From an optimization exercise on the open Yosys and OpenROAD flow, aimed at small area; shortcuts taken in it are not production practice.
Only simulation tests tie the RTL to the original design; equivalence was not proved.

==> flow/design.v <==
`timescale 1ns/1ps
`default_nettype none
module segmentDecoder
(
    input  wire [3:0] digit,
    input  wire       blank,
    output logic [6:0] segments
);
    wire a = digit[3], b = digit[2], c = digit[1], d = digit[0];
    always_comb
    begin
        segments[6] = a | c | (b & d) | (!b & !d);
        segments[5] = !b | (c & d) | (!c & !d);
        segments[4] = b | !c | d;
        segments[3] = a | (!b & !d) | (c & !d) | (!b & c) | (b & !c & d);
        segments[2] = (!b & !d) | (c & !d);
        segments[1] = a | (!c & !d) | (b & !c) | (b & !d);
        segments[0] = a | (b & !c) | (!b & c) | (c & !d);
        if (blank)
            segments = 7'b0000000;
    end
endmodule
`default_nettype wire
`timescale 1ns/1ps
`default_nettype none
module miniCalc
(
    input  wire       Clk,
    input  wire       rst,
    input  wire [7:0] switch,
    input  wire       btnPushLow,
    input  wire       btnPushHi,
    input  wire       btnExecute,
    input  wire       btnOutputHi,
    output wire [7:0] led,
    output wire [6:0] disp3,
    output wire [6:0] disp2,
    output wire [6:0] disp1,
    output wire [6:0] disp0
);
    localparam logic [3:0] OpRefresh = 4'b0000;
    localparam logic [3:0] OpPushL   = 4'b0001;
    localparam logic [3:0] OpPushH   = 4'b0010;
    localparam logic [3:0] OpPop     = 4'b0011;
    localparam logic [3:0] OpCopy    = 4'b0100;
    localparam logic [3:0] OpSwap    = 4'b0101;
    localparam logic [3:0] OpAdd     = 4'b1000;
    localparam logic [3:0] OpSub     = 4'b1001;
    localparam logic [3:0] OpMul     = 4'b1010;
    localparam logic [2:0] StIdle = 3'd0;
    localparam logic [2:0] StPend = 3'd1;
    localparam logic [2:0] StWX   = 3'd2;    
    localparam logic [2:0] StWA1  = 3'd3;    
    localparam logic [2:0] StWA2  = 3'd4;    
    localparam logic [2:0] StWT   = 3'd5;    
    logic [4:0]       q;
    logic [2:0]       stage;
    logic [3:0]       op;
    logic [3:0]       n;
    logic             err;
    logic             prevHi;
    logic [31:0]      W [7];
    logic [31:0]      X;
    logic [31:0]      A;
    logic [15:0]      D;
    wire [3:0] k     = q[3:0];
    wire       h     = q[4];
    wire       kLast = (k == 4'd15);
    wire qLast = (q == 5'd31);
    wire inWX  = (stage == StWX);
    wire inWA1 = (stage == StWA1);
    wire inWA2 = (stage == StWA2);
    wire inWA  = inWA1 | inWA2;
    wire inWT  = (stage == StWT);
    wire isArith = op[3];
    wire isMul   = (op == OpMul);
    wire inv     = (op == OpSub);
    wire press = btnPushLow | btnPushHi | btnExecute;
    wire start = (stage == StIdle) && (press || (btnOutputHi != prevHi));
    logic [3:0] cmdOp;
    logic [3:0] cmdN;
    logic       cmdFault;
    logic       cmdClear;
    always_comb
    begin
        cmdOp    = OpRefresh;
        cmdN     = n;
        cmdFault = 1'b0;
        cmdClear = 1'b0;
        if (btnPushLow)
        begin
            if (n[3])
                cmdFault = 1'b1;
            else
            begin
                cmdOp = OpPushL;
                cmdN  = n + 4'd1;
            end
        end
        else if (btnPushHi)
        begin
            if (n == 4'd0)
                cmdFault = 1'b1;
            else
                cmdOp = OpPushH;
        end
        else if (btnExecute && btnOutputHi)
        begin
            cmdClear = 1'b1;
            cmdN     = 4'd0;
        end
        else if (btnExecute)
        begin
            case (switch[2:0])
                3'b000, 3'b001, 3'b010:
                begin
                    if (n[3:1] == 3'd0)
                        cmdFault = 1'b1;
                    else
                    begin
                        cmdOp = (switch[1:0] == 2'b00) ? OpAdd :
                                (switch[1:0] == 2'b01) ? OpSub : OpMul;
                    end
                end
                3'b111:
                begin
                    if (n[3:1] == 3'd0)
                        cmdFault = 1'b1;
                    else
                        cmdOp = OpSwap;
                end
                3'b101:
                begin
                    if (n == 4'd0)
                        cmdFault = 1'b1;
                    else
                    begin
                        cmdOp = OpPop;
                    end
                end
                3'b110:
                begin
                    if (n == 4'd0 || n[3])
                        cmdFault = 1'b1;
                    else
                    begin
                        cmdOp = OpCopy;
                        cmdN  = n + 4'd1;
                    end
                end
                default: ;
            endcase
        end
    end
    always_ff @(posedge Clk)
    begin
        prevHi <= btnOutputHi;
        if (start)
            op <= cmdOp;
        if (rst)
        begin
            q     <= 5'd0;
            stage <= StIdle;
            n     <= 4'd0;
            err   <= 1'b0;
        end
        else
        begin
            q <= q + 5'd1;
            case (stage)
                StIdle:
                    if (start)
                        stage <= cmdOp[3] ? (kLast ? StWA1 : StPend) : (qLast ? StWX : StPend);
                StPend:
                    if (isArith ? kLast : qLast)
                        stage <= isArith ? StWA1 : StWX;
                StWX:  if (qLast) stage <= StIdle;
                StWA1: if (kLast) stage <= StWA2;
                StWA2: if (kLast) stage <= StWT;
                default: if (kLast) stage <= StIdle;
            endcase
            if (start)
                n <= cmdN;
            else if ((inWX & qLast & (op == OpPop)) | (inWA2 & kLast))
                n <= n - 4'd1;
            if (start)
            begin
                err <= cmdClear ? 1'b0 : (err | cmdFault);
            end
        end
    end
    wire wrRing = inWX && (op == OpPushL || op == OpCopy || op == OpSwap);
    logic [6:0] sel;
    logic [6:0] tapA;
    logic [6:0] tapB;
    for (genvar i = 0; i < 7; i++)
    begin : g_ring
        assign sel[i]  = (n == 4'(i + 2));
        assign tapA[i] = W[i][31];
        assign tapB[i] = W[i][15];
        always_ff @(posedge Clk)
            W[i] <= {W[i][30:0], (wrRing && sel[i]) ? X[31] : W[i][31]};
    end
    wire sA = |(sel & tapA);
    wire sB = |(sel & tapB);
    wire s  = (inWA1 ^ h) ? sA : sB;
    wire top8 = q[4] & q[3];
    logic in0;
    always_comb
    begin
        case (op)
            OpPop, OpSwap: in0 = sA;
            OpPushL:       in0 = top8 & A[7];
            OpPushH:       in0 = top8 ? A[7] : X[23];
            default:       in0 = X[31];
        endcase
    end
    wire resHi = A[31] ^ inv;
    wire resLo = A[15] ^ inv;
    always_ff @(posedge Clk)
    begin
        if (inWX | inWT)
            X <= {X[30:16], inWT ? resHi : X[15], X[14:0], inWT ? resLo : in0};
    end
    wire c0    = inWA & !isMul & (s ^ inv);
    wire e1    = inWA & (isMul ? s : (inWA2 & kLast));
    wire [31:0] addA = {A[30:0], c0};
    wire [31:0] addB = X & {32{e1}};
    logic [31:0] sum;
    logic [32:0] cy;
    always_comb
    begin
        cy[0] = 1'b0;
        for (int i = 0; i < 32; i++)
        begin
            sum[i]   = addA[i] ^ addB[i] ^ cy[i];
            cy[i+1]  = (addA[i] & addB[i]) | (cy[i] & (addA[i] ^ addB[i]));
        end
    end
    wire aLoad = start & (btnPushLow | btnPushHi);
    wire aEn   = inWA | inWT | (inWX & top8 & (op == OpPushL || op == OpPushH));
    always_ff @(posedge Clk)
    begin
        A[31:8] <= sum[31:8];
        if (aLoad)
            A[7:0] <= switch;
        else if (aEn)
            A[7:0] <= sum[7:0];
    end
    wire dispWin = (inWX & (h ^ btnOutputHi)) | inWT;
    wire dBit    = inWT ? (btnOutputHi ? resHi : resLo) : in0;
    function automatic logic [3:0] add3(input logic [3:0] d);
        add3[3] = d[3] | (d[2] & d[0]) | (d[2] & d[1]);
        add3[2] = (d[3] & d[0]) | (d[2] & !d[1] & !d[0]);
        add3[1] = (d[3] & !d[0]) | (!d[2] & d[1]) | (d[1] & d[0]);
        add3[0] = (d[3] & !d[0]) | (!d[3] & !d[2] & d[0]) | (d[2] & d[1] & !d[0]);
    endfunction
    logic [15:0] dNext;
    always_comb
    begin
        logic [15:0] t;
        t = (k == 4'd0) ? 16'd0 : D;
        for (int d = 0; d < 4; d++)
            t[4*d +: 4] = add3(t[4*d +: 4]);
        dNext = {t[14:0], dBit};
    end
    always_ff @(posedge Clk)
    begin
        if (dispWin)
            D <= dNext;
    end
    wire blank = (n == 4'd0);
    assign led = {err, 3'b000, n};
    segmentDecoder u_seg3 (.digit(D[15:12]), .blank(blank), .segments(disp3));
    segmentDecoder u_seg2 (.digit(D[11:8]),  .blank(blank), .segments(disp2));
    segmentDecoder u_seg1 (.digit(D[7:4]),   .blank(blank), .segments(disp1));
    segmentDecoder u_seg0 (.digit(D[3:0]),   .blank(blank), .segments(disp0));
endmodule
`default_nettype wire
==> flow/config.mk <==
export PLATFORM = sky130hd
export DESIGN_NAME = miniCalc
export DESIGN_NICKNAME = miniCalc
export VERILOG_FILES = /design/flow/design.v
export SDC_FILE = /design/flow/constraint.sdc
export NUM_CORES = 4
export LEC_CHECK = 0
export CAP_MARGIN = 0
export CORE_MARGIN = 2
export CORE_UTILIZATION = 75
export PLACE_DENSITY = 0.85
export SLEW_MARGIN = 0
==> flow/constraint.sdc <==
create_clock -name core_clock -period 24.0 [get_ports {Clk}]
set_input_delay 4.8000 -clock core_clock [delete_from_list [all_inputs] [get_ports {Clk}]]
set_output_delay 4.8000 -clock core_clock [all_outputs]
set_load 0.01 [all_outputs]
standard.sh (not shown) runs the stock make flow with config.mk's settings and CLKGATE_MAP_FILE= SYNTH_SCRIPT=/design/flow/synth_recipe.tcl, a recipe that flattens the netlist after the stock synthesis.
==> flow/flow/run.sh <==
#!/bin/bash
# Own layout flow: the standard ORFS flow with an area-oriented
# combinational mapping in synthesis (my_synth.tcl, area.abc) and the
# smallest buffer on the ports. Each tool's output goes to a log file here.
set -euo pipefail
W=$(pwd)
F=$W/flow
ORFS=(-C "$FLOW_HOME" DESIGN_CONFIG="$FLOW_CONFIG" WORK_HOME="$W/orfs" CLKGATE_MAP_FILE= SYNTH_SCRIPT="$F/my_synth.tcl")

MY_ABC_SCRIPT="$F/area.abc" make "${ORFS[@]}" synth > "$W/synth.log" 2>&1
make "${ORFS[@]}" BUFFER_PORTS_ARGS="-buffer_cell sky130_fd_sc_hd__buf_1" CTS_ARGS="-sink_clustering_enable -repair_clock_nets -sink_clustering_size 10 -sink_clustering_max_diameter 40 -buf_list sky130_fd_sc_hd__clkbuf_4 -dont_use_dummy_load" finish > "$W/layout.log" 2>&1

R="$W/orfs/results/$FLOW_PLATFORM/miniCalc/base"
: # left out here: write the final layout as DEF
==> flow/flow/area.abc <==
strash
dch -f
amap
==> flow/flow/my_synth.tcl <==
# The standard flow's synthesis script (ORFS synth.tcl, then flattened and renamed as the
# standard synthesis does), with two changes to the combinational mapping only:
# extract_fa looks for full adders alone (its half adders end up as plain AND
# gates), and abc runs area.abc, an area-oriented mapping, instead of ORFS's
# script. Registers are mapped exactly as in the standard synthesis.
proc synth {args} { yosys synth -nofsm -noshare {*}$args }
proc extract_fa {args} { yosys extract_fa -fa }
proc abc {args} {
  set i [lsearch -exact $args -script]
  if { $i >= 0 } { lset args [expr { $i + 1 }] $::env(MY_ABC_SCRIPT) }
  yosys abc {*}$args
}
source $::env(SCRIPTS_DIR)/synth.tcl
# left out here: clear keep_hierarchy, flatten, clean up, hide names made inside functions, write 1_2_yosys.v
Rerun with:
==> flow/flow/run.sh (replaced) <==
#!/bin/bash
# Own layout flow: the standard ORFS flow with an area-oriented
# combinational mapping in synthesis (my_synth.tcl; area.abc: ABC deepsyn
# resynthesis, then area mapping) and the
# smallest buffer on the ports. Each tool's output goes to a log file here.
set -euo pipefail
W=$(pwd)
F=$W/flow
ORFS=(-C "$FLOW_HOME" DESIGN_CONFIG="$FLOW_CONFIG" WORK_HOME="$W/orfs" CLKGATE_MAP_FILE= SYNTH_SCRIPT="$F/my_synth.tcl")

MY_ABC_SCRIPT="$F/area.abc" make "${ORFS[@]}" synth > "$W/synth.log" 2>&1
make "${ORFS[@]}" BUFFER_PORTS_ARGS="-buffer_cell sky130_fd_sc_hd__buf_1" CTS_ARGS="-sink_clustering_enable -repair_clock_nets -sink_clustering_size 11 -sink_clustering_max_diameter 45 -buf_list sky130_fd_sc_hd__clkbuf_4 -dont_use_dummy_load" finish > "$W/layout.log" 2>&1

R="$W/orfs/results/$FLOW_PLATFORM/miniCalc/base"
: # left out here: write the final layout as DEF
==> flow/flow/area.abc (replaced) <==
strash
&get -n
&deepsyn -J 2000 -T 300
&put
dch -f
amap
Settings changed: CAP_MARGIN 0 to 20, SLEW_MARGIN 0 to 20.
Non-clock buffer count came out lower by 1; wire length decreases by 20%; via count drops by about 12%; count of clock-buffer cells in the layout decreases by 4; register-to-register slack improves by 0.52 ns; sequential cell count stays the same.

==> port drivers added, routing unchanged <==
The flow's constraints put no driver on any port. The routed layouts listed below were extracted and timed again, unchanged, in two steps. Step 1 assumes that a clkbuf_16 drives the clock port and a buf_2 every other input. Step 2 adds t to the input delays and takes it off the output delays; t is the mean of the earliest and latest rising clock arrival at the registers after step 1. Input paths then give back, and output paths get back, about the clock's delay inside the block. Three values: no drivers, after step 1, after step 2; two values: the first two.
| run | t, ns | slack for setup (ns) | hold WS [ns] | worst slew at a driven data input, ns | pins driven straight from the clock port |
|---|---|---|---|---|---|
| the first run | 0.635 | 8.627 / 8.627 / 8.627 | 0.281 / 0.281 / 0.281 | 0.06 | 1 |
| the second run | 0.627 | 9.150 / 9.150 / 9.150 | 0.314 / 0.314 / 0.314 | 0.05 | 1 |
After both steps setup and hold are still met in every run listed.
